This design comes from an exercise in tuning for small area, a short achievable clock period and few clock cycles per item on the open sky130 flow, not from production work. In this exercise RTL edits were held to simulation tests only and were not proved equivalent to the original. Power figures rest on the tool's default switching activity, not on a simulated workload.

## flow/design.v (module list and top-level ports; edited modules follow where they fit)
// module fltr_sched: 1822 lines
// module fltr_pg0: 4 lines
// module fltr_pgn: 5 lines
// module fltr_gn: 3 lines
// module fltr_pgt: 5 lines
// module fltr_gt: 3 lines
// module fltr_sel4: 3 lines
// module fltr_fa: 4 lines
// module fltr_ha: 4 lines
module fltr_sched #(
   parameter int unsigned NCH  = 4,
   parameter int unsigned TAPS = 4,
   parameter int unsigned DW   = 16,
   parameter int unsigned CW   = 16,
   parameter int unsigned OW   = 32
) (
   input  logic                     clk,
   input  logic                     rst_n,
   input  logic [NCH-1:0]           req_vld,
   input  logic [NCH*DW-1:0]        req_data,
   output logic [NCH-1:0]           req_rdy,
   input  logic                     cfg_we,
   input  logic [$clog2(TAPS)-1:0]  cfg_addr,
   input  logic [CW-1:0]            cfg_coef,
   output logic                     cfg_busy,
   output logic                     out_vld,
   input  logic                     out_rdy,
   output logic [$clog2(NCH)-1:0]   out_ch,
   output logic [OW-1:0]            out_data
);
  // ...
==> flow/flow/run.sh <==
#!/bin/bash
# Standard synthesis (bash standard.sh synth) and the standard layout, with a larger
# setup slack margin for ORFS's repair_timing steps so the layout is optimised beyond the
# 11 ns constraint. Logs: synth.log, layout.log (ORFS's per-step logs are under orfs/logs).
set -uo pipefail
MARGIN=6.0
bash standard.sh synth > synth.log 2>&1 || { tail -50 synth.log; exit 1; }
bash standard.sh SETUP_SLACK_MARGIN=$MARGIN "BUFFER_PORTS_ARGS=-buffer_cell sky130_fd_sc_hd__buf_4" REMOVE_ABC_BUFFERS=1 finish > layout.log 2>&1 || { tail -50 layout.log; exit 1; }
==> flow/standard.sh <==
#!/bin/bash
# synth_recipe.tcl (not shown) runs the flow's synth.tcl, then flattens the netlist and writes it again
# the make line also repeats each setting of config.mk as NAME=value (left out here)
make -C /OpenROAD-flow-scripts/flow DESIGN_CONFIG=/design/flow/config.mk WORK_HOME=/design/flow/orfs CLKGATE_MAP_FILE= SYNTH_SCRIPT=/design/flow/synth_recipe.tcl "${@:-finish}"
==> flow/config.mk <==
export PLATFORM = sky130hd
export DESIGN_NAME = fltr_sched
export DESIGN_NICKNAME = fltr_sched
export VERILOG_FILES = /design/flow/design.v
export SDC_FILE = /design/flow/constraint.sdc
export NUM_CORES = 4
export LEC_CHECK = 0
export CAP_MARGIN = 20
export CORE_MARGIN = 2
export CORE_UTILIZATION = 60
export CTS_CLUSTER_DIAMETER = 100
export CTS_CLUSTER_SIZE = 24
export SLEW_MARGIN = 20
export SYNTH_HIERARCHICAL = 1
export SYNTH_MINIMUM_KEEP_SIZE = 0
export TNS_END_PERCENT = 5
==> flow/constraint.sdc <==
create_clock -name core_clock -period 11.0 [get_ports {clk}]
set_input_delay 2.2000 -clock core_clock [delete_from_list [all_inputs] [get_ports {clk}]]
set_output_delay 2.2000 -clock core_clock [all_outputs]
set_load 0.01 [all_outputs]
==> reports/metrics.csv, run 1 <==
stage,metric,value,unit
critical_path,path_depth,9,
clock_network,postCtsSetupBuffers,129,
global_route,grt_pass1_vias,31200,
global_route,grt.met3_usage,14.8,%
clock_network,cts_max_level,1,
critical_path,reg2reg_from,op_q[39],
critical_path,worstSetupPathType,reg -> reg,
drt,highest_layer,met4,
power_and_ir_drop,seq_power,3010,uW
sta,max_slew_margin,23.1,%
run_status,status,"complete, no violations",
clock_network,ctsHoldBuffers,0,
die,core_area,65400,um2
critical_path,crit_path_end,o_rb_q[23],
cells_and_area,seq_area_share,29.2,%
cells_and_area,largest_register,hist_q,
power_and_ir_drop,power.switching,5850,uW
power_and_ir_drop,pwr-share-seq,24.1,%
clock_network,clk_path_buf_depth,3,
sta,hold_violations,0,
global_route,grt_pass1_wl,204000,um
sta,drv_slew,0,
cells_and_area,nClkBuffers,32,
cells_and_area,num-nonclk-inverters,28,
drt,dr.first_iter.drc_count,4165,
cells_and_area,nFillCells,4967,
power_and_ir_drop,p_clk_share,8.5,%
critical_path,reg2reg_to,o_rb_q[23],
sta,fmax,0.189,GHz
cells_and_area,seq_cell_count,444,
critical_path,cp_top_family,adder cells,
critical_path,r2r_cells,9,
cells_and_area,mostFrequentLayoutCells,"a22oi_1 (608), xnor2_1 (555), fa_1 (520), edfxtp_1 (326), buf_4 (318)",
global_route,grt_max_degree,67,
global_route,overflow,0,
power_and_ir_drop,p_total,12500,uW
critical_path,cp_max_fo,16,
sta,report.final.setup_viol,0,
Testbench counts, summed over its fixed seeds: cycles 2,064, items 2,048.
==> inputs of run 2 (changes only) <==
--- a/flow/design.v
+++ b/flow/design.v
@@ -44,17 +44,22 @@
    always_comb begin
       hp_d = '0;
       for (int c = 0; c < 4; c++) if (gnt[c]) hp_d = hp_d | hp_for(c);
    end
    logic out_move, acc_ok, hs;
    assign out_move = !o_vld_q || out_rdy;
    assign acc_ok   = !a_vld_q || out_move;
    assign hs       = acc_ok && (req_vld != 4'b0);
-   assign req_rdy  = acc_ok ? gnt : 4'b0;
+   logic stall_q;    
+   assign stall_q = a_vld_q && o_vld_q;
+   for (genvar g = 0; g < 4; g++) begin : g_rdy
+      fltr_rdy u_rdy (.vg(req_vld[g]), .v(req_vld), .m(hp_q[4*g +: 4]), .stall(stall_q),
+                      .ordy(out_rdy), .rdy(req_rdy[g]));
+   end
    logic [3:0][3:0] osel;      
    always_comb begin
       for (int c = 0; c < 4; c++) begin
          osel[0][c] = gnt[c];
          for (int k = 1; k < 4; k++) osel[k][c] = gnt[c] && cnt_q[c] >= 2'(k);
       end
    end
    logic [3:0][15:0] op_d;
@@ -1835,16 +1840,20 @@
 module fltr_pgt (input logic gh, input logic ph, input logic gl, input logic pl,
                  output logic g, output logic p);
    assign g = !(gh || (ph && gl));
    assign p = !(ph && pl);
 endmodule
 module fltr_gt (input logic gh, input logic ph, input logic gl, output logic g);
    assign g = !(gh || (ph && gl));
 endmodule
+module fltr_rdy (input logic vg, input logic [3:0] v, input logic [3:0] m, input logic stall,
+                 input logic ordy, output logic rdy);
+   assign rdy = vg && ((v & m) == 4'b0) && (!stall || ordy);
+endmodule
 module fltr_sel4 (input logic [3:0] s, input logic [3:0] d, output logic y);
    assign y = |(s & d);
 endmodule
 module fltr_fa (input logic a, input logic b, input logic c, output logic s, output logic co);
    assign s  = a ^ b ^ c;
    assign co = (a & b) | (a & c) | (b & c);
 endmodule
 module fltr_ha (input logic a, input logic b, output logic s, output logic co);
==> run 2 against run 1 <==
Hold slack got worse by 0.0097 ns. First-iteration DRC count fell by 10%. Via count barely moved. Non-clock buffer count rose by 36. Design area rose by 1.2%. Sequential share of layout area fell by 0.22 points. Clock power fell by 8%. Final cell count rose by 1.5%. Largest power group unchanged. Highest routed layer unchanged. Routed wire length fell by 0.28%.
==> reports/metrics.csv, run 2 <==
stage,metric,value,unit,change
run_status,status,"complete, no violations",,
drt,drt-total-wl,140000,um,
placement,placed_cell_area,40800,um2,
die,die-area,68100,um2,
sta,min_period,5.12,ns,
critical_path,reg2reg_from,op_q[33],,
drt,via_per_inst,6.87,,
cells_and_area,final_common_cell,a22oi_1,,
cells_and_area,nets,4173,,
clock_network,cts_max_level,1,,unchanged
cells_and_area,mostFrequentLayoutCells,"a22oi_1 (613), xnor2_1 (558), fa_1 (517), buf_4 (351), edfxtp_1 (326)",,
cells_and_area,area_growth,12.1,%,
power_and_ir_drop,ir_worst_vdd,0.000212,V,
drt,dr.first_iter.drc_count,3747,,-10%
cells_and_area,largest_register,hist_q,,
critical_path,start_kind,register,,
cells_and_area,largest_reg_flops,192,,
placement,globalplace.congestion,0.977,,
die,initial_core_util,60.4,%,
yosys,yosysWarnings,11,,
sta,drv_slew,0,,unchanged
cells_and_area,nFillCells,4917,,-1.0%
clock_network,cts_buffers,23,,
sta,fin_setup_tns,0,ns,
critical_path,worstSetupPathType,reg -> out,,
sta,fin_ws,5.88,ns,
clock_network,cts_tree,built,,
sta,worstMarginPinSlew,1.10,ns,
global_route,grt_antenna_before_repair,1,,
power_and_ir_drop,power_leakage,0.0169,uW,
sta,rsz0062_at_grt,true,,
clock_network,cts_sinks,444,,
die,fp.dieH,261,um,
critical_path,reg2reg_to,o_rb_q[16],,
global_route,grt_pass1_vias,31200,,-0.14%
sta,hold_violations,0,,unchanged
drt,route.detailed.drc,0,,
power_and_ir_drop,p_per_area,282,nW/um2,
cells_and_area,drive_gt1_share,21.3,%,
critical_path,r2r_cells,9,,unchanged
placement,post-place-ws,5.53,ns,
cells_and_area,finish.utilization,67.7,%,
power_and_ir_drop,p_total,12500,uW,+0.63%
sta,fmax,0.195,GHz,+3.4%
critical_path,startpoint,o_rb_q[5],,
global_route,grt_pass1_wl,203000,um,-0.44%
sta,finalClockSkew,0.0471,ns,
yosys,syn_area_per_cell,11.6,um2,
job,cap_violations,0,,
yosys,synthCells,3429,,
critical_path,cp-end-kind,output pin,,
worst_hold_path,holdPathStages,0,,
placement,io_buffers,129,,
die,fp-row-count,94,,
critical_path,r2r_slack,5.90,ns,
critical_path,crit_required,8.80,ns,
critical_path,arrival,2.92,ns,
sta,min_period_over_period,46.6,%,
drt,vias,30200,,
drt,ant_nets,0,,
sta,report.final.setup_viol,0,,unchanged
clock_network,path_clk_slew,0.10,ns,
placement,dp_hpwl,101000,um,
cells_and_area,final_area,44500,um2,
worst_hold_path,hold_end,o_ch_q[0],,
yosys,syn_area,39600,um2,
die,ios,130,,
clock_network,clk_latency,0.63,ns,
die,fp.dieW,261,um,
die,core_area,65600,um2,+0.36%
worst_hold_path,hp-class,reg -> reg,,
critical_path,cp_max_fo,3,,-13
cells_and_area,reg_top3,"hist_q: 192 flops, op_q: 64 flops",,
global_route,grt_max_degree,80,,+19%
worst_hold_path,min_from,a_ch_q[0],,
global_route,overflow,0,,unchanged
clock_network,clk_path_buf_depth,3,,unchanged
global_route,track_usage,41.2,%,
clock_network,clockRootBuffer,clkbuf_16,,
drt,dr.pass1.iters,8,,
drt,avgRoutedWirePerCell,31.9,um,
sta,max_slew_margin,26.2,%,+3.1 points
[run 2: layer usage]
metal | track usage (%) | part of all wire [%] | vias to the layer above
li1 | - | - | 12200
met1 | 51.9 | 36 | 15200
met2 | 64.1 | 45 | 2285
met3 | 15.0 | 14 | 482
met4 | 19.0 | 5.3 | 0
met5 | 0 | 0 | -
[run 2: area by class of cell]
type	instances	area, um2	share of cell area (%)
Clock buffer	37	638	1.44
Timing Repair Buffer	388	3340	7.51
Tap cell	864	1080	2.43
Antenna cell	1	2.50	0.00563
Clock inverter	5	65.1	0.146
Sequential cell	444	12900	28.9
Multi-Input combinational cell	2622	26400	59.3
Inverter	28	105	0.236
[run 2: worst max-delay path: stages (launching register included)]
cell and delay, ns:
edfxtp_1 0.46, nand2_2 0.13, o21ai_4 0.22, a21oi_2 0.11, o21ai_2 0.20, a21oi_4 0.07
o21ai_4 0.34, xnor2_1 0.18, xnor2_1 0.17, a21oi_1 0.11, a21oi_1 0.16, buf_4 0.14
[run 2: what timing repair did]
item | in CTS | in global routing
endpoints found under the hold margin | 0 | 0
pin swaps | 40 | 26
cloned | 0 | 0
hold buffers | 0 | 0
gates resized for setup | 229 | 59
endpoints found under the setup margin | 66 | 64
buffers inserted | 168 | 30
[run 2: how the worst max path moves through the flow]
stage	to	slack, ns	cells past startpoint
2_1_floorplan	hist_q[144]	5.86	3
6_report	out_data[29]	5.88	11
3_3_place_gp	o_rb_q[18]	5.57	9
4_1_cts	out_data[28]	5.95	11
3_5_place_dp	o_rb_q[17]	5.53	9
5_1_grt	out_data[28]	5.75	11
[run 2: stage by stage]
| step | instances | hold WS (ns) |
|---|---|---|
| 6_report | 4389 | 0.433 |
| 5_1_grt | 4388 | 0.444 |
| 4_1_cts | 4357 | 0.435 |
| 3_5_place_dp | 4147 | 0.410 |
| 3_3_place_gp | 4147 | 0.410 |
| 2_1_floorplan | 3094 | 0.400 |
[run 2: report_power, final]
group	switching, uW	internal (uW)	total, uW
Sequential	361	2510	2870
Clock	558	413	971
Combinational	4960	3740	8700
Testbench counts of run 2, summed over its fixed seeds: cycles 2,064, items 2,048.
==> inputs of run 3 (changes only) <==
--- a/flow/flow/run.sh
+++ b/flow/flow/run.sh
@@ -5,3 +5,3 @@
 set -uo pipefail
-MARGIN=6.0
+MARGIN=5.75
 bash standard.sh synth > synth.log 2>&1 || { tail -50 synth.log; exit 1; }
==> run 3 against run 2 <==
Hold slack hardly changed. Sequential cell count stayed put. Non-clock buffer count is 68 lower. Routed wire length is 1.4% lower. Largest cell class unchanged. Fmax is 3.2% lower. Clock power hardly changed.
==> reports/metrics.csv, run 3 <==
stage,metric,value,unit,change
sta,fin_setup_tns,0,ns,unchanged
yosys,syn_area_per_cell,11.6,um2,unchanged
clock_network,clockRootBuffer,clkbuf_16,,
placement,dp_hpwl,101000,um,unchanged
cells_and_area,final_area,43300,um2,-2.5%
cells_and_area,final_cells,4320,,-1.6%
cells_and_area,largest_register,hist_q,,
global_route,busiest_layer,met2,,
critical_path,crit_slowest_cell,dfrtp_1,,
cells_and_area,final_common_cell,a22oi_1,,
drt,vias,29900,,-0.69%
drt,ant_nets,0,,unchanged
drt,route.detailed.drc,0,,unchanged
cells_and_area,area_growth,9.34,%,
global_route,grt_pass1_vias,30200,,-3.0%
sta,max_slew_margin,25.8,%,-0.41 points
sta,fin_ws,5.71,ns,-0.167 ns
sta,fmax,0.189,GHz,-3.2%
cells_and_area,antenna-diode-count,0,,-1
critical_path,path_cells,a22oi_1 -> xnor2_1 -> fa_1 -> fa_1 -> fa_1 -> fa_1 -> fa_1 -> fa_1 -> fa_1,,
yosys,syn_area,39600,um2,unchanged
drt,dr.pass1.iters,6,,-2
global_route,grt.met3_usage,14.4,%,-0.52 points
sta,min_period_over_period,48.1,%,+1.5 points
power_and_ir_drop,power_leakage,0.0164,uW,-2.7%
placement,io_buffers,129,,unchanged
clock_network,clk_latency,0.63,ns,about the same
global_route,grt_max_degree,80,,unchanged
critical_path,r2r_slack,5.71,ns,-0.19 ns
critical_path,r2r_cells,9,,unchanged
die,core_area,65600,um2,unchanged
cells_and_area,reg_top3,"hist_q: 192 flops, op_q: 64 flops",,
critical_path,startpoint,btwo[26],,
die,fp.dieH,261,um,unchanged
global_route,grt_antenna_before_repair,0,,-1
sta,drv_slew,0,,unchanged
yosys,yosysWarnings,11,,unchanged
clock_network,cts_max_level,1,,unchanged
clock_network,cts_buffers,23,,unchanged
sta,report.final.setup_viol,0,,unchanged
yosys,synthCells,3429,,unchanged
power_and_ir_drop,ir_worst_vdd,0.000219,V,+3.3%
global_route,track_usage,40.4,%,-0.84 points
job,cap_violations,0,,unchanged
critical_path,arrival,5.65,ns,+2.73 ns
critical_path,cp-end-kind,register,,
sta,finalClockSkew,0.0448,ns,-0.00225 ns
placement,globalplace.congestion,0.977,,unchanged
placement,post-place-ws,5.53,ns,unchanged
critical_path,worstSetupPathType,reg -> reg,,
global_route,grt_pass1_wl,199000,um,-2.1%
sta,rsz0062_at_grt,true,,
sta,hold_violations,0,,unchanged
critical_path,reg2reg_from,btwo[26],,
critical_path,cp_common_cell,fa_1,,
die,initial_core_util,60.4,%,unchanged
worst_hold_path,holdPathStages,0,,unchanged
drt,avgRoutedWirePerCell,32.0,um,+0.14%
cells_and_area,drive_gt1_share,17.7,%,-3.6 points
power_and_ir_drop,p_per_area,280,nW/um2,-0.75%
critical_path,cp_max_fo,17,,+14
critical_path,reg2reg_to,o_rb_q[19],,
run_status,status,"complete, no violations",,
cells_and_area,largest_reg_flops,192,,unchanged
power_and_ir_drop,p_total,12100,uW,-3.2%
sta,min_period,5.29,ns,+0.167 ns
clock_network,path_clk_slew,0.11,ns,about the same
drt,dr.first_iter.drc_count,3628,,-3.2%
cells_and_area,nets,4105,,-1.6%
critical_path,start_kind,register,,
sta,worstMarginPinSlew,1.11,ns,+0.00612 ns
worst_hold_path,hold_end,o_ch_q[0],,
clock_network,cts_sinks,444,,unchanged
worst_hold_path,min_from,a_ch_q[0],,
die,fp-row-count,94,,unchanged
global_route,overflow,0,,unchanged
die,ios,130,,unchanged
clock_network,clk_path_buf_depth,3,,unchanged
clock_network,ctsHoldBuffers,0,,unchanged
die,die-area,68100,um2,unchanged
placement,placedCellCount,4147,,unchanged
drt,via_per_inst,6.93,,+0.90%
global_route,grt_use_met2,62.9,%,-1.2 points
cells_and_area,mostFrequentLayoutCells,"a22oi_1 (616), xnor2_1 (566), fa_1 (519), edfxtp_1 (326), buf_4 (290)",,
worst_hold_path,hp-class,reg -> reg,,
critical_path,max_stage_delay,1.01,ns,+0.55 ns
global_route,use_met1,51.8,%,-0.080 points
critical_path,crit_required,11.36,ns,+2.56 ns
placement,placed_cell_area,40800,um2,unchanged
drt,drt-total-wl,138000,um,-1.4%
clock_network,cts_tree,built,,
die,fp.dieW,261,um,unchanged
==> run 3: final cells by class <==
cell class / count / area, um2
clock buffer: 37 / 638
multi-input combinational: 2622 / 25900
clock inverter: 5 / 65.1
timing repair buffer: 320 / 2770
tap: 864 / 1080
sequential: 444 / 12800
inverter: 28 / 105
fill: 5049 / 22300
==> run 3: worst max-delay path, delay by kind of cell, from the launching register on <==
kind	cells	cell delay, ns
adder cells (fa/ha/maj)	7	3.45
AO/OA/AOI/OAI	1	0.27
XOR/XNOR	1	0.28
flip-flops	1	1.01
==> run 3: per-stage QoR <==
stage          hold WS (ns)  utilization, %
4_1_cts               0.435            63.9
5_1_grt               0.444            66.0
3_5_place_dp          0.410            62.2
3_3_place_gp          0.410            62.2
6_report              0.433            66.0
2_1_floorplan         0.400               -
==> run 3: how the worst max path moves through the flow <==
stage	to	slack, ns	cells after the start
after detailed placement	o_rb_q[17]	5.53	9
final	o_rb_q[19]	5.71	9
after floorplan	hist_q[144]	5.86	3
after CTS	o_rb_q[17]	5.71	10
after global placement	o_rb_q[18]	5.57	9
after global routing	out_data[29]	5.69	11
==> run 3: per-layer routing <==
layer	wire length [um]	vias up	share of wire, %
met2	62500	2261	45
met5	0	-	0
met1	50000	15200	36
li1	-	12000	-
met4	6960	0	5.0
met3	18800	492	14
==> run 3: repair_timing <==
item / CTS / global route
gates resized for setup: 47 / 104
gates cloned: 0 / 0
setup buffers: 27 / 104
pin swaps: 1 / 6
setup endpoints to repair: 42 / 56
endpoints found under the hold margin: 0 / 0
==> run 3: where the power goes <==
part,internal (uW),switching (uW)
Combinational,3520,4770
Clock,413,559
Sequential,2510,372
==> inputs of run 4 (changes only) <==
--- a/flow/flow/run.sh
+++ b/flow/flow/run.sh
@@ -5,3 +5,3 @@
 set -uo pipefail
-MARGIN=5.75
+MARGIN=6.0
 bash standard.sh synth > synth.log 2>&1 || { tail -50 synth.log; exit 1; }
--- a/flow/config.mk
+++ b/flow/config.mk
@@ -15,2 +15,2 @@
 export SYNTH_MINIMUM_KEEP_SIZE = 0
-export TNS_END_PERCENT = 5
+export TNS_END_PERCENT = 15
==> run 4 against run 3 <==
Sequential cell count stayed put. First-iteration DRC count up 0.22%. Utilization increased by 2.3 points. Critical path type is now reg -> out. Still clean on timing, DRC and antenna. Total power increased by 4.9%. Clock skew rose by 0.0015 ns. Clock power about the same. Design area increased by 3.4%. Fmax grew 3.4%. Worst setup slack gained 0.17 ns. Area after synthesis unchanged. Clock-buffer cell count unchanged. Non-clock buffer count is 87 higher.
==> reports/metrics.csv, run 4 <==
stage,metric,value,unit,change
job,cap_violations,0,,unchanged
sta,fin_setup_tns,0,ns,unchanged
yosys,syn_area_per_cell,11.6,um2,unchanged
die,core_area,65600,um2,unchanged
sta,worstMarginPinSlew,1.10,ns,-0.00988 ns
drt,avgRoutedWirePerCell,32.1,um,+0.26%
placement,dp_hpwl,101000,um,unchanged
global_route,grt.met3_usage,15.4,%,+0.99 points
cells_and_area,nets,4192,,+2.1%
clock_network,cts_sinks,444,,unchanged
die,die-area,68100,um2,unchanged
critical_path,startpoint,o_ra_q[28],,
die,fp.dieH,261,um,unchanged
cells_and_area,final_cells,4407,,+2.0%
global_route,busiest_layer,met2,,
sta,min_period_over_period,46.5,%,-1.6 points
critical_path,start_kind,register,,
clock_network,cts_max_level,1,,unchanged
die,fp.dieW,261,um,unchanged
drt,vias,30300,,+1.2%
critical_path,reg2reg_from,op_q[18],,
sta,max_slew_margin,26.4,%,+0.66 points
sta,finalClockSkew,0.0463,ns,+0.00147 ns
drt,dr.pass1.iters,8,,+2
global_route,grt_pass1_wl,205000,um,+2.9%
critical_path,cp-end-kind,output pin,,
sta,fmax,0.196,GHz,+3.4%
placement,placedCellCount,4147,,unchanged
critical_path,arrival,2.91,ns,-2.74 ns
worst_hold_path,min_from,a_ch_q[0],,
sta,fin_ws,5.89,ns,+0.174 ns
cells_and_area,largest_reg_flops,192,,unchanged
worst_hold_path,holdPathStages,0,,unchanged
run_status,status,"complete, no violations",,
critical_path,reg2reg_to,o_rb_q[16],,
critical_path,crit_required,8.80,ns,-2.56 ns
clock_network,ctsHoldBuffers,0,,unchanged
cells_and_area,largest_register,hist_q,,
power_and_ir_drop,ir_worst_vdd,0.000210,V,-3.9%
sta,report.final.setup_viol,0,,unchanged
sta,drv_slew,0,,unchanged
global_route,use_met1,51.9,%,+0.13 points
global_route,overflow,0,,unchanged
clock_network,path_clk_slew,0.10,ns,about the same
worst_hold_path,hp-class,reg -> reg,,
die,fp-row-count,94,,unchanged
yosys,yosysWarnings,11,,unchanged
yosys,syn_area,39600,um2,unchanged
die,ios,130,,unchanged
clock_network,clk_path_buf_depth,3,,unchanged
cells_and_area,mostFrequentLayoutCells,"a22oi_1 (614), xnor2_1 (553), fa_1 (516), buf_4 (367), edfxtp_1 (326)",,
placement,io_buffers,129,,unchanged
cells_and_area,drive_gt1_share,22.6,%,+4.9 points
sta,rsz0062_at_grt,true,,
power_and_ir_drop,p_per_area,284,nW/um2,+1.4%
drt,ant_nets,0,,unchanged
global_route,grt_pass1_vias,31400,,+3.8%
drt,dr.first_iter.drc_count,3636,,+0.22%
critical_path,worstSetupPathType,reg -> out,,
global_route,grt_antenna_before_repair,1,,+1
power_and_ir_drop,power_leakage,0.0170,uW,+3.7%
critical_path,r2r_slack,5.95,ns,+0.24 ns
placement,post-place-ws,5.53,ns,unchanged
drt,via_per_inst,6.88,,-0.77%
global_route,grt_use_met2,64.7,%,+1.8 points
global_route,track_usage,41.5,%,+1.1 points
clock_network,cts_tree,built,,
worst_hold_path,hold_end,o_ch_q[0],,
yosys,synthCells,3429,,unchanged
clock_network,cts_buffers,23,,unchanged
cells_and_area,antenna-diode-count,0,,unchanged
critical_path,cp_max_fo,8,,-9
global_route,grt_max_degree,80,,unchanged
cells_and_area,area_growth,13.1,%,
sta,min_period,5.11,ns,-0.174 ns
die,initial_core_util,60.4,%,unchanged
critical_path,r2r_cells,9,,unchanged
drt,drt-total-wl,141000,um,+2.3%
drt,route.detailed.drc,0,,unchanged
clock_network,clockRootBuffer,clkbuf_16,,
cells_and_area,final_common_cell,a22oi_1,,
cells_and_area,reg_top3,"hist_q: 192 flops, op_q: 64 flops",,
placement,globalplace.congestion,0.977,,unchanged
sta,hold_violations,0,,unchanged
clock_network,clk_latency,0.63,ns,about the same
## run 4: worst max-delay path by stage
stage	slack, ns	cells past startpoint	endpoint
global placement	5.57	9	o_rb_q[18]
detailed placement	5.53	9	o_rb_q[17]
floorplan	5.86	3	hist_q[144]
CTS	5.96	4	req_rdy[1]
global route	5.79	11	out_data[27]
finish	5.89	9	out_data[0]
## run 4: per-stage QoR
| step | total power [uW] | utilization (%) | hold WS [ns] | instance area, um2 |
|---|---|---|---|---|
| 4_1_cts | 12300 | 67.4 | 0.435 | 44200 |
| 3_3_place_gp | 10300 | 62.2 | 0.410 | 40800 |
| 6_report | 12700 | 68.3 | 0.434 | 44800 |
| 5_1_grt | 13600 | 68.3 | 0.444 | 44800 |
| 3_5_place_dp | 10600 | 62.2 | 0.410 | 40800 |
| 2_1_floorplan | 7750 | - | 0.400 | 38300 |
## run 4: worst max-delay path, cell delays in order (launching register included)
cell,delay (ns)
edfxtp_1,0.50
nor2_4,0.20
o21ai_2,0.11
a21oi_2,0.27
o21ai_2,0.16
a21oi_4,0.24
o21ai_2,0.12
or2_4,0.29
o221a_2,0.27
buf_4,0.14
## run 4: area by class of cell
type,count,area (um2)
clock inverter,5,65.1
sequential,444,12900
tap,864,1080
fill,4836,20800
clock buffer,37,638
timing repair buffer,407,3500
multi-input combinational,2622,26600
inverter,28,105
## run 4: power by group
part	internal [uW]	switching (uW)	total (uW)
Sequential	2510	349	2860
Clock	413	559	972
Combinational	3840	5070	8910
## run 4: metal layers
metal / share of wire, % / routed length [um]
met5: 0.0085 / 12
met1: 35 / 50000
met2: 45 / 63900
met4: 5.6 / 7940
met3: 14 / 19500
## run 4: repair_timing
action	CTS	global route
endpoints found under the setup margin	66	60
resized for setup	248	97
pin swaps	42	50
buffers inserted	197	21
==> inputs of run 5 (changes only) <==
--- a/flow/flow/run.sh
+++ b/flow/flow/run.sh
@@ -5,3 +5,3 @@
 set -uo pipefail
-MARGIN=6.0
+MARGIN=6.3
 bash standard.sh synth > synth.log 2>&1 || { tail -50 synth.log; exit 1; }
==> run 5 against run 4 <==
Still clean on timing, DRC and antenna. Synthesized cell count is the same. Design area grew 1.6%. Non-clock buffer count up 49. Sequential power is essentially flat. Via count grew 0.95%. First-iteration DRC count rose by 14%. Sequential cell count did not move. Critical path depth up 3. Routed wire length grew 1.1%. Critical endpoint is now out_data[29].
==> reports/metrics.csv, run 5 <==
stage,metric,value,unit,change
clock_network,clk_path_buf_depth,3,,unchanged
drt,dr.pass1.iters,8,,unchanged
cells_and_area,final_common_cell,a22oi_1,,
critical_path,cp-end-kind,output pin,,
cells_and_area,area_growth,15.0,%,
placement,post-place-ws,5.53,ns,unchanged
drt,vias,30600,,+0.95%
die,core_area,65600,um2,unchanged
yosys,syn_area,39600,um2,unchanged
sta,fmax,0.192,GHz,-1.6%
cells_and_area,reg_top3,"hist_q: 192 flops, op_q: 64 flops",,
worst_hold_path,min_from,a_ch_q[0],,
sta,max_slew_margin,22.9,%,-3.5 points
clock_network,cts_sinks,444,,unchanged
sta,drv_slew,0,,unchanged
global_route,grt_pass1_wl,207000,um,+0.84%
drt,route.detailed.drc,0,,unchanged
global_route,grt_max_degree,80,,unchanged
global_route,overflow,0,,unchanged
sta,worstMarginPinSlew,1.15,ns,+0.0527 ns
drt,drt-total-wl,143000,um,+1.1%
placement,dp_hpwl,101000,um,unchanged
clock_network,clk_latency,0.64,ns,about the same
clock_network,cts_buffers,23,,unchanged
clock_network,cts_max_level,1,,unchanged
drt,via_per_inst,6.87,,-0.18%
critical_path,worstSetupPathType,reg -> out,,
yosys,synthCells,3429,,unchanged
die,fp.dieH,261,um,unchanged
cells_and_area,drive_gt1_share,25.2,%,+2.6 points
job,cap_violations,0,,unchanged
power_and_ir_drop,power_leakage,0.0173,uW,+1.7%
global_route,grt_antenna_before_repair,0,,-1
yosys,syn_area_per_cell,11.6,um2,unchanged
global_route,grt_pass1_vias,31800,,+1.3%
critical_path,start_kind,register,,
cells_and_area,nets,4241,,+1.2%
drt,avgRoutedWirePerCell,32.1,um,about the same
die,ios,130,,unchanged
drt,ant_nets,0,,unchanged
sta,hold_violations,0,,unchanged
run_status,status,"complete, no violations",,
die,initial_core_util,60.4,%,unchanged
sta,min_period_over_period,47.2,%,+0.74 points
placement,io_buffers,129,,unchanged
drt,dr.first_iter.drc_count,4155,,+14%
clock_network,clockRootBuffer,clkbuf_16,,
cells_and_area,mostFrequentLayoutCells,"a22oi_1 (602), xnor2_1 (545), fa_1 (496), buf_4 (401), edfxtp_1 (326)",,
clock_network,cts_tree,built,,
sta,fin_ws,5.81,ns,-0.0811 ns
cells_and_area,nFillCells,4739,,-2.0%
yosys,yosysWarnings,11,,unchanged
sta,rsz0062_at_grt,true,,
sta,report.final.setup_viol,0,,unchanged
power_and_ir_drop,p_per_area,285,nW/um2,+0.44%
critical_path,cp_max_fo,3,,-5
die,fp-row-count,94,,unchanged
placement,globalplace.congestion,0.977,,unchanged
worst_hold_path,hp-class,reg -> reg,,
power_and_ir_drop,ir_worst_vdd,0.000252,V,+20%
critical_path,startpoint,o_rb_q[3],,
critical_path,arrival,2.99,ns,+0.08 ns
global_route,track_usage,41.9,%,+0.44 points
clock_network,path_clk_slew,0.10,ns,about the same
critical_path,crit_required,8.80,ns,about the same
die,fp.dieW,261,um,unchanged
cells_and_area,largest_register,hist_q,,
die,die-area,68100,um2,unchanged
cells_and_area,largest_reg_flops,192,,unchanged
critical_path,reg2reg_from,bone[1],,
sta,finalClockSkew,0.0514,ns,+0.00507 ns
sta,min_period,5.19,ns,+0.0811 ns
sta,fin_setup_tns,0,ns,unchanged
-- run 5: what timing repair did --
item	CTS	global route
setup buffers	244	23
setup endpoints to repair	69	68
hold buffers	0	0
pin swaps	70	56
gates resized for setup	335	100
-- run 5: worst max-delay path, stage by stage (launching register included) --
cell      delay (ns)
edfxtp_1        0.48
nor2_4          0.22
buf_6           0.13
nor2_4          0.04
a21oi_4         0.22
o21ai_4         0.11
a21oi_4         0.20
o21ai_4         0.15
xnor2_2         0.18
xnor2_2         0.24
nand2_1         0.11
a21oi_2         0.16
buf_4           0.14
-- run 5: final cells by class --
type,count,area (um2),area share [%]
diodes,1,2.50,0.00549
flip-flops and latches,444,12900,28.4
clock inverters,5,65.1,0.143
clock buffers,37,638,1.40
well taps,864,1080,2.37
repair buffers,456,3950,8.68
multi-input cells,2622,26800,58.8
inverters,28,105,0.231
-- run 5: power breakdown --
part | switching (uW) | total, uW | internal, uW
logic | 5210 | 9190 | 3980
clock network | 559 | 972 | 413
registers | 332 | 2850 | 2520
-- run 5: layer usage --
layer	GRT usage, %	vias to the layer above	share of wire, %
met4	19.2	0	5.5
met5	0	-	0
met3	15.3	505	13
li1	-	12300	-
met2	65.8	2314	46
met1	52.3	15500	36
-- run 5: stage by stage --
step	area (um2)	util, %	hold slack [ns]	power (uW)	std cells
final	45600	69.4	0.434	13000	4457
after global routing	45600	69.4	0.444	13900	4456
after CTS	44900	68.4	0.435	12400	4433
after detailed placement	40800	62.2	0.410	10600	4147
after global placement	40800	62.2	0.410	10300	4147
after floorplan	38300	-	0.400	7750	3094
-- run 5: worst paths after layout --
kind | end | slack [ns] | cells after the start
min reg2reg | o_ch_q[0] | 0.43 | 0
min in group asynchronous | bneg[3] | 1.56 | 1
max reg2reg | o_rb_q[20] | 5.97 | 11
max | out_data[29] | 5.81 | 12
max in group asynchronous | btwo[20] | 8.24 | 2
min | o_ch_q[0] | 0.43 | 0
==> inputs of run 6 (changes only) <==
--- a/flow/flow/run.sh
+++ b/flow/flow/run.sh
@@ -5,3 +5,3 @@
 set -uo pipefail
-MARGIN=6.3
+MARGIN=6.0
 bash standard.sh synth > synth.log 2>&1 || { tail -50 synth.log; exit 1; }
--- a/flow/config.mk
+++ b/flow/config.mk
@@ -15,2 +15,2 @@
 export SYNTH_MINIMUM_KEEP_SIZE = 0
-export TNS_END_PERCENT = 15
+export TNS_END_PERCENT = 30
==> run 6 against run 5 <==
Still clean on timing, DRC and antenna. Fmax increased by 2.0%. Sequential share of layout area increased by 0.20 points. Clock power about the same. Register-to-register slack improved by 0.02 ns. Via count decreased by 0.59%. Routed wire length decreased by 0.85%. Synthesized cell count unchanged. Critical path type unchanged.
==> reports/metrics.csv, run 6 <==
stage,metric,value,unit,change
critical_path,path_buf_inv,1,,-1
sta,worstMarginPinSlew,1.10,ns,-0.0504 ns
clock_network,ctsHoldBuffers,0,,unchanged
cells_and_area,nets,4212,,-0.68%
die,initial_core_util,60.4,%,unchanged
sta,hold_violations,0,,unchanged
placement,globalplace.congestion,0.977,,unchanged
worst_hold_path,hp-class,reg -> reg,,
critical_path,cp_common_cell,nand2_1,,
drt,ant_nets,0,,unchanged
clock_network,cts_tree,built,,
power_and_ir_drop,power_leakage,0.0171,uW,-1.1%
sta,fmax,0.196,GHz,+2.0%
yosys,syn_area_per_cell,11.6,um2,unchanged
critical_path,cp_max_fo,3,,unchanged
die,ios,130,,unchanged
critical_path,crit_slowest_cell,edfxtp_1,,
drt,via_per_inst,6.87,,about the same
cells_and_area,largest_reg_flops,192,,unchanged
yosys,syn_area,39600,um2,unchanged
drt,dr.pass1.iters,8,,unchanged
critical_path,crit_required,8.80,ns,about the same
drt,vias,30400,,-0.59%
clock_network,clk_path_buf_depth,3,,unchanged
cells_and_area,mostFrequentLayoutCells,"a22oi_1 (605), xnor2_1 (551), fa_1 (501), buf_4 (383), edfxtp_1 (326)",,
cells_and_area,largest_register,hist_q,,
clock_network,cts_sinks,444,,unchanged
critical_path,start_kind,register,,
power_and_ir_drop,ir_worst_vdd,0.000215,V,-15%
drt,drt-total-wl,142000,um,-0.85%
critical_path,worstSetupPathType,reg -> out,,
sta,drv_slew,0,,unchanged
die,fp-row-count,94,,unchanged
die,core_area,65600,um2,unchanged
power_and_ir_drop,p_per_area,283,nW/um2,-0.70%
sta,report.final.setup_viol,0,,unchanged
run_status,status,"complete, no violations",,
global_route,overflow,0,,unchanged
die,fp.dieH,261,um,unchanged
global_route,use_met1,51.9,%,-0.32 points
job,cap_violations,0,,unchanged
global_route,grt_pass1_wl,205000,um,-0.82%
die,die-area,68100,um2,unchanged
critical_path,max_stage_delay,0.47,ns,about the same
clock_network,path_clk_slew,0.10,ns,about the same
cells_and_area,antenna-diode-count,0,,-1
placement,io_buffers,129,,unchanged
cells_and_area,drive_gt1_share,23.7,%,-1.4 points
cells_and_area,area_growth,13.9,%,
global_route,grt.met3_usage,15.4,%,+0.058 points
global_route,busiest_layer,met2,,
clock_network,clockRootBuffer,clkbuf_16,,
sta,max_slew_margin,26.3,%,+3.4 points
global_route,grt_max_degree,80,,unchanged
sta,fin_ws,5.91,ns,+0.103 ns
clock_network,cts_max_level,1,,unchanged
sta,min_period_over_period,46.3,%,-0.94 points
critical_path,cp-end-kind,output pin,,
global_route,grt_antenna_before_repair,1,,+1
die,fp.dieW,261,um,unchanged
drt,dr.first_iter.drc_count,3853,,-7.3%
yosys,synthCells,3429,,unchanged
sta,rsz0062_at_grt,true,,
sta,fin_setup_tns,0,ns,unchanged
critical_path,cp_top_family,simple AND/OR/NAND/NOR gates,,
global_route,grt_use_met2,64.7,%,-1.1 points
global_route,track_usage,41.5,%,-0.43 points
cells_and_area,final_common_cell,a22oi_1,,
critical_path,path_cells,nor2_4 -> nor2_2 -> nand2_1 -> nor2_2 -> nand2_1 -> o21ai_2 -> xnor2_1 -> xnor2_1 -> nand2_1 -> a21oi_1 -> buf_4,,
critical_path,arrival,2.89,ns,-0.10 ns
clock_network,clk_latency,0.64,ns,about the same
sta,min_period,5.09,ns,-0.103 ns
placement,dp_hpwl,101000,um,unchanged
clock_network,cts_buffers,23,,unchanged
placement,post-place-ws,5.53,ns,unchanged
sta,finalClockSkew,0.0519,ns,+0.000565 ns
yosys,yosysWarnings,11,,unchanged
drt,avgRoutedWirePerCell,32.0,um,-0.17%
drt,route.detailed.drc,0,,unchanged
cells_and_area,reg_top3,"hist_q: 192 flops, op_q: 64 flops",,
global_route,grt_pass1_vias,31400,,-1.3%
## run 6: cell count changes in the layout (fill, tap and decap cells not counted), sizes merged
| cell | change |
|---|---|
| diode | -1 |
| buf | -30 |
| clkbuf | +1 |
## run 6: layer usage
metal / vias up / part of all wire [%]
li1: 12200 / -
met1: 15300 / 36
met2: 2313 / 45
met3: 525 / 14
met4: 2 / 5.7
met5: - / 0.0071
## run 6: where the power goes
group	leakage, uW	internal [uW]	switching (uW)
registers	0.00457	2520	338
clock network	0.000337	413	561
logic	0.0122	3870	5100
total	0.0171	6800	6000
## run 6: path summary, 6_finish.rpt
path / depth (start not counted) / to / start / slack [ns]
min: 0 / o_ch_q[0] / a_ch_q[0] / 0.43
min in group asynchronous: 1 / btwo[4] / rst_n / 1.55
max: 11 / out_data[20] / o_rb_q[7] / 5.91
max in group asynchronous: 2 / bone[13] / rst_n / 8.26
min reg2reg: 0 / o_ch_q[0] / a_ch_q[0] / 0.43
max reg2reg: 10 / o_rb_q[23] / btwo[2] / 5.99
## run 6: timing repair
item,in CTS,in global routing
buffers inserted,197,41
pin swaps,48,64
gates resized for setup,257,126
setup endpoints to repair,66,60
## run 6: per-stage QoR
step / hold slack [ns] / utilization, % / cells / cell area [um2] / power [uW]
after floorplan: 0.400 / - / 3094 / 38300 / 7750
final: 0.433 / 68.8 / 4427 / 45200 / 12800
after detailed placement: 0.410 / 62.2 / 4147 / 40800 / 10600
after global placement: 0.410 / 62.2 / 4147 / 40800 / 10300
after global routing: 0.444 / 68.8 / 4427 / 45200 / 13600
after CTS: 0.435 / 67.4 / 4386 / 44200 / 12300
## run 6: layout make-up
class / instances / area [um2]
clock buffer: 37 / 638
clock inverter: 5 / 65.1
fill: 4807 / 20500
inverter: 28 / 105
multi-input combinational: 2622 / 26700
sequential: 444 / 12900
tap: 864 / 1080
timing repair buffer: 427 / 3690
==> inputs of run 7 (changes only) <==
--- a/flow/flow/run.sh
+++ b/flow/flow/run.sh
@@ -7,2 +7,2 @@
 bash standard.sh synth > synth.log 2>&1 || { tail -50 synth.log; exit 1; }
-bash standard.sh SETUP_SLACK_MARGIN=$MARGIN "BUFFER_PORTS_ARGS=-buffer_cell sky130_fd_sc_hd__buf_4" REMOVE_ABC_BUFFERS=1 finish > layout.log 2>&1 || { tail -50 layout.log; exit 1; }
+bash standard.sh SETUP_SLACK_MARGIN=$MARGIN "BUFFER_PORTS_ARGS=-buffer_cell sky130_fd_sc_hd__buf_1" REMOVE_ABC_BUFFERS=1 finish > layout.log 2>&1 || { tail -50 layout.log; exit 1; }
--- a/flow/config.mk
+++ b/flow/config.mk
@@ -15,2 +15,2 @@
 export SYNTH_MINIMUM_KEEP_SIZE = 0
-export TNS_END_PERCENT = 30
+export TNS_END_PERCENT = 15
==> run 7 against run 6 <==
Still clean on timing, DRC and antenna. Largest power group unchanged. Clock skew fell by 0.018 ns. Largest cell class unchanged. Highest routed layer is now met4. Critical path depth did not move. Non-clock buffer count rose by 3. Sequential power barely moved.
==> reports/metrics.csv, run 7 <==
stage,metric,value,unit,change
run_status,status,"complete, no violations",,
clock_network,cts_sinks,444,,unchanged
placement,dp_hpwl,101000,um,+0.28%
cells_and_area,seqCellArea,12900,um2,-0.40%
global_route,track_usage,41.7,%,+0.24 points
cells_and_area,drive_gt1_share,19.6,%,-4.1 points
die,fp-row-count,94,,unchanged
job,cap_violations,0,,unchanged
global_route,grt_max_degree,80,,unchanged
worst_hold_path,hp-class,reg -> reg,,
placement,globalplace.congestion,0.985,,+0.84%
cells_and_area,largest_register,hist_q,,
die,core_area,65600,um2,unchanged
sta,worstMarginPinSlew,1.05,ns,-0.0540 ns
sta,hold_violations,0,,unchanged
sta,fin_setup_tns,0,ns,unchanged
yosys,syn_area_per_cell,11.6,um2,unchanged
cells_and_area,final_common_cell,a22oi_1,,
cells_and_area,multiInputGateArea,26400,um2,-0.98%
power_and_ir_drop,ir_worst_vdd,0.000202,V,-6.3%
sta,rsz0062_at_grt,true,,
global_route,overflow,0,,unchanged
critical_path,r2r_slack,5.86,ns,-0.13 ns
drt,ant_nets,0,,unchanged
critical_path,reg2reg_from,btwo[11],,
drt,dr.first_iter.drc_count,3849,,-0.10%
drt,dr.pass1.iters,7,,-1
sta,fmax,0.194,GHz,-1.1%
critical_path,cp_max_fo,3,,unchanged
clock_network,cts_tree,built,,
die,fp.dieW,261,um,unchanged
clock_network,ctsHoldBuffers,0,,unchanged
placement,post-place-ws,5.49,ns,-0.0369 ns
power_and_ir_drop,p_total,12800,uW,-0.30%
critical_path,worstSetupPathType,reg -> out,,
placement,io_buffers,129,,unchanged
cells_and_area,finish.utilization,67.8,%,-0.98 points
drt,avgRoutedWirePerCell,31.9,um,-0.43%
global_route,grt_pass1_vias,31700,,+1.0%
die,initial_core_util,60.4,%,unchanged
critical_path,startpoint,o_rb_q[6],,
drt,wirelength_met1,50100,um,-0.64%
clock_network,cts_max_level,1,,unchanged
die,fp.dieH,261,um,unchanged
drt,route.detailed.drc,0,,unchanged
yosys,syn_area,39600,um2,unchanged
clock_network,path_clk_slew,0.10,ns,about the same
sta,report.final.setup_viol,0,,unchanged
critical_path,crit_required,8.80,ns,about the same
sta,fin_ws,5.85,ns,-0.0580 ns
die,die-area,68100,um2,unchanged
yosys,synthCells,3429,,unchanged
critical_path,start_kind,register,,
power_and_ir_drop,power_leakage,0.0168,uW,-2.1%
sta,drv_slew,0,,unchanged
drt,wl_met3,18400,um,-4.6%
clock_network,cts_buffers,26,,+13%
global_route,grt_pass1_wl,206000,um,+0.77%
worst_hold_path,min_from,a_ch_q[1],,
sta,min_period_over_period,46.8,%,+0.53 points
sta,hold_ws,0.434,ns,+0.00111 ns
yosys,yosysWarnings,11,,unchanged
drt,via_per_inst,6.90,,+0.43%
global_route,grt_antenna_before_repair,1,,unchanged
critical_path,arrival,2.95,ns,+0.06 ns
clock_network,clockRootBuffer,clkbuf_16,,
cells_and_area,nets,4218,,+0.14%
clock_network,clk_path_buf_depth,3,,unchanged
drt,drt-total-wl,141000,um,-0.19%
cells_and_area,area_growth,12.3,%,
cells_and_area,mostFrequentLayoutCells,"a22oi_1 (615), xnor2_1 (557), fa_1 (515), edfxtp_1 (326), buf_4 (268)",,
sta,min_period,5.15,ns,+0.0580 ns
drt,highest_layer,met4,,
cells_and_area,reg_top3,"hist_q: 192 flops, op_q: 64 flops",,
sta,finalClockSkew,0.0342,ns,-0.0178 ns
critical_path,cp-end-kind,output pin,,
die,ios,130,,unchanged
sta,max_slew_margin,29.9,%,+3.6 points
power_and_ir_drop,p_per_area,287,nW/um2,+1.1%
cells_and_area,nFillCells,4896,,+1.9%
clock_network,clk_latency,0.63,ns,about the same
cells_and_area,largest_reg_flops,192,,unchanged
drt,vias,30600,,+0.68%
drt,wl_met2,63800,um,about the same
## run 7: final cells by class
cell class,instances,area share (%)
multi-input cells,2622,59.3
flip-flops and latches,444,28.9
repair buffers,430,7.15
well taps,864,2.43
clock buffers,37,1.55
clock inverters,11,0.410
inverters,28,0.236
diodes,2,0.0112
## run 7: worst max-delay path, cell delays in order, from the launching register on
cell and delay (ns):
edfxtp_1 0.48, nor2_4 0.23, o21ai_2 0.11, a21oi_2 0.22
o21ai_2 0.11, a21oi_4 0.24, o21ai_4 0.13, xnor2_1 0.15
xnor2_1 0.21, a21oi_1 0.10, a21oi_1 0.19, buf_2 0.16
## run 7: metal layers
metal,up-vias,track usage (%)
met5,-,0
met4,0,22.0
met3,599,13.6
met2,2419,64.6
met1,15400,52.8
li1,12300,-
## run 7: timing repair
item,in CTS,in global routing
buffers inserted,214,18
resized for setup,262,70
endpoints found under the setup margin,64,57
cloned,0,0
pin swaps,51,37
## run 7: stage by stage
stage / area (um2) / std cells
final: 44500 / 4438
after global routing: 44500 / 4437
after CTS: 44100 / 4418
after detailed placement: 40400 / 4156
after global placement: 40400 / 4155
after floorplan: 38300 / 3094
## run 7: power breakdown
| part | total, uW | internal [uW] | switching (uW) |
|---|---|---|---|
| Sequential | 2850 | 2510 | 339 |
| Combinational | 8800 | 3690 | 5120 |
| Clock | 1100 | 489 | 614 |
## run 7: final timing paths
check                               end  cells past startpoint
max                        out_data[27]                     11
min                           o_ch_q[1]                      0
max reg2reg                  o_rb_q[18]                     10
min reg2reg                   o_ch_q[1]                      0
max in group asynchronous      bone[24]                      2
min in group asynchronous      cnt_q[6]                      1
==> inputs of run 8 (changes only) <==
--- a/flow/flow/run.sh
+++ b/flow/flow/run.sh
@@ -7,2 +7,2 @@
 bash standard.sh synth > synth.log 2>&1 || { tail -50 synth.log; exit 1; }
-bash standard.sh SETUP_SLACK_MARGIN=$MARGIN "BUFFER_PORTS_ARGS=-buffer_cell sky130_fd_sc_hd__buf_1" REMOVE_ABC_BUFFERS=1 finish > layout.log 2>&1 || { tail -50 layout.log; exit 1; }
+bash standard.sh SETUP_SLACK_MARGIN=$MARGIN "BUFFER_PORTS_ARGS=-buffer_cell sky130_fd_sc_hd__buf_2" REMOVE_ABC_BUFFERS=1 finish > layout.log 2>&1 || { tail -50 layout.log; exit 1; }
--- a/flow/config.mk
+++ b/flow/config.mk
@@ -7,3 +7,3 @@
 export LEC_CHECK = 0
-export CAP_MARGIN = 20
+export CAP_MARGIN = 10
 export CORE_MARGIN = 2
@@ -12,3 +12,3 @@
 export CTS_CLUSTER_SIZE = 24
-export SLEW_MARGIN = 20
+export SLEW_MARGIN = 10
 export SYNTH_HIERARCHICAL = 1
==> run 8 against run 7 <==
Hold slack worse by 0.0078 ns. Combinational power is 0.8% higher. Clock skew increased by 0.029 ns. Fmax decreased by 0.42%. Die area stayed put. Synthesized cell count did not move. Via count shrank 1.7%. Sequential share of layout area shrank 0.065 points.
==> reports/metrics.csv, run 8 <==
stage,metric,value,unit,change
run_status,status,"complete, no violations",,
placement,dp_hpwl,99900,um,-1.3%
drt,avgRoutedWirePerCell,31.6,um,-0.76%
critical_path,worstSetupPathType,reg -> out,,
global_route,overflow,0,,unchanged
yosys,yosysWarnings,11,,unchanged
power_and_ir_drop,swShare,47.5,%,about the same
cells_and_area,nets,4181,,-0.88%
drt,vias,30100,,-1.7%
die,core_area,65600,um2,unchanged
power_and_ir_drop,power_leakage,0.0169,uW,+0.83%
cells_and_area,mostFrequentLayoutCells,"a22oi_1 (616), xnor2_1 (553), fa_1 (517), edfxtp_1 (326), nand2_1 (251)",,
sta,rsz0062_at_grt,true,,
clock_network,cts_tree,built,,
power_and_ir_drop,p_clk_share,8.5,%,about the same
power_and_ir_drop,p_int,6740,uW,+0.68%
sta,min_period,5.17,ns,+0.0216 ns
worst_hold_path,hp-class,reg -> reg,,
critical_path,arrival,2.97,ns,+0.02 ns
drt,ant_nets,0,,unchanged
critical_path,start_kind,register,,
cells_and_area,seqCellArea,12900,um2,about the same
sta,fin_setup_tns,0,ns,unchanged
sta,worstMarginPinSlew,1.08,ns,+0.0306 ns
yosys,syn_area_per_cell,11.6,um2,unchanged
sta,fmax,0.193,GHz,-0.42%
power_and_ir_drop,ir_worst_vdd,0.000217,V,+7.7%
clock_network,clockRootBuffer,clkbuf_16,,
critical_path,crit_required,8.80,ns,about the same
cells_and_area,final_cells,4400,,-0.86%
placement,globalplace.congestion,0.971,,-1.4%
global_route,grt_pass1_vias,31100,,-1.8%
die,ios,130,,unchanged
cells_and_area,largest_reg_flops,192,,unchanged
global_route,grt_pass1_wl,203000,um,-1.6%
placement,io_buffers,129,,unchanged
clock_network,clk_latency,0.65,ns,+0.02 ns
drt,drt-total-wl,139000,um,-1.6%
sta,report.final.setup_viol,0,,unchanged
clock_network,cts_max_level,1,,unchanged
cells_and_area,final_common_cell,a22oi_1,,
sta,hold_violations,0,,unchanged
sta,finalClockSkew,0.0628,ns,+0.0286 ns
global_route,grt_antenna_before_repair,0,,-1
cells_and_area,reg_top3,"hist_q: 192 flops, op_q: 64 flops",,
die,initial_core_util,60.4,%,unchanged
placement,post-place-ws,5.47,ns,-0.0170 ns
cells_and_area,largest_register,hist_q,,
die,fp.dieH,261,um,unchanged
clock_network,clk_path_buf_depth,3,,unchanged
global_route,track_usage,40.9,%,-0.84 points
yosys,synthCells,3429,,unchanged
die,fp-row-count,94,,unchanged
cells_and_area,area_growth,12.6,%,
critical_path,cp-end-kind,output pin,,
global_route,grt_max_degree,75,,-6.3%
clock_network,path_clk_slew,0.09,ns,about the same
die,fp.dieW,261,um,unchanged
clock_network,cts_buffers,26,,unchanged
critical_path,cp_max_fo,3,,unchanged
critical_path,r2r_cells,10,,unchanged
clock_network,cts_sinks,444,,unchanged
power_and_ir_drop,power.switching,6100,uW,+0.54%
sta,max_slew_margin,27.9,%,-2.0 points
sta,fin_ws,5.83,ns,-0.0216 ns
power_and_ir_drop,pwr-share-seq,22.4,%,about the same
sta,drv_slew,0,,unchanged
die,die-area,68100,um2,unchanged
yosys,syn_area,39600,um2,unchanged
cells_and_area,drive_gt1_share,22.5,%,+2.9 points
power_and_ir_drop,combPwrFrac,69.1,%,about the same
placement,placedCellCount,4149,,-0.17%
drt,route.detailed.drc,0,,unchanged
drt,dr.pass1.iters,8,,+1
drt,dr.first_iter.drc_count,3689,,-4.2%
critical_path,r2r_slack,5.88,ns,+0.02 ns
sta,min_period_over_period,47.0,%,+0.20 points
cells_and_area,nFillCells,4813,,-1.7%
power_and_ir_drop,p_per_area,288,nW/um2,+0.36%
job,cap_violations,0,,unchanged
worst_hold_path,holdPathStages,0,,unchanged
cells_and_area,multiInputGateArea,26700,um2,+1.1%
drt,via_per_inst,6.84,,-0.86%
[run 8: final cells by class]
class,instances,share of cell area [%]
antenna,1,0.00561
clock inverter,9,0.359
inverter,28,0.236
timing repair buffer,393,6.77
multi-input combinational,2622,59.8
tap,864,2.42
clock buffer,39,1.59
sequential,444,28.8
[run 8: metrics by stage]
stage / utilization (%) / hold slack [ns] / total power [uW] / instance area (um2)
after floorplan: - / 0.400 / 7750 / 38300
after global placement: 61.8 / 0.417 / 10300 / 40500
after detailed placement: 61.8 / 0.426 / 10400 / 40500
after CTS: 66.7 / 0.438 / 12100 / 43800
after global routing: 68.0 / 0.436 / 13700 / 44600
final: 68.0 / 0.426 / 12800 / 44600
[run 8: repair_timing]
action,4_1_cts,5_1_grt
buffers inserted,170,32
setup endpoints to repair,66,58
hold endpoints to repair,0,0
gates resized for setup,233,131
pin swaps,42,71
hold buffers,0,0
[run 8: power groups by stage]
stage | registers [uW] | logic (uW) | clock network, uW
5_1_grt | 2900 | 9620 | 1150
3_3_place_gp | 3010 | 7240 | 0
2_1_floorplan | 2900 | 4860 | 0
4_1_cts | 2820 | 8200 | 1100
6_report | 2870 | 8870 | 1090
3_5_place_dp | 3030 | 7410 | 0
[run 8: worst max-delay path, cell delays in order (launching register included)]
cell	delay, ns
edfxtp_1	0.47
nor2_4	0.10
nor2_2	0.24
nand2_1	0.18
nor2_2	0.25
nand2_1	0.13
o21ai_4	0.24
xnor2_1	0.17
xnor2_1	0.18
a21oi_1	0.10
a21oi_1	0.14
buf_2	0.15
[run 8: path summary, 6_finish.rpt]
check	from	endpoint
min	hist_q[122]	hist_q[138]
max	o_rb_q[23]	out_data[26]
min in group asynchronous	rst_n	hp_q[2]
max in group asynchronous	rst_n	bone[8]
max reg2reg	btwo[10]	o_rb_q[19]
min reg2reg	hist_q[122]	hist_q[138]
[run 8: metal layers]
metal / share of wire [%] / GRT usage [%] / routed length (um) / up-vias
li1: - / - / - / 12200
met1: 36 / 51.3 / 50000 / 15100
met2: 45 / 64.1 / 62800 / 2256
met3: 13 / 15.0 / 18300 / 527
met4: 5.7 / 18.1 / 7970 / 0
met5: 0 / 0 / 0 / -

-- static timing again, ports no longer ideal --
In the flow no input, the clock included, has a driving cell. The finished layouts below were timed again as built, in two steps.
Step 1 assumes that a clkbuf_16 drives the clock port and a buf_2 every other input.
Step 2 also shifts input and output timing later by t, the mid clock arrival at the registers, as if the neighbouring blocks saw the same clock.
a / b / c = ideal ports / drivers / drivers and shift; a / b = the first two.
run	t, ns	setup slack, ns	worst register clock-pin slew, ns
run 1	0.674	5.703 / 5.703 / 5.703	0.11 / 0.11
run 2	0.675	5.879 / 5.813 / 5.904	0.11 / 0.11
run 3	0.673	5.712 / 5.712 / 5.712	0.11 / 0.11
run 4	0.674	5.886 / 5.819 / 5.908	0.11 / 0.11
run 5	0.672	5.805 / 5.744 / 5.910	0.11 / 0.11
run 6	0.676	5.909 / 5.842 / 5.911	0.11 / 0.11
run 7	0.684	5.851 / 5.786 / 5.857	0.11 / 0.11
run 8	0.685	5.829 / 5.760 / 5.878	0.11 / 0.11
After both steps every run listed still meets setup and hold.
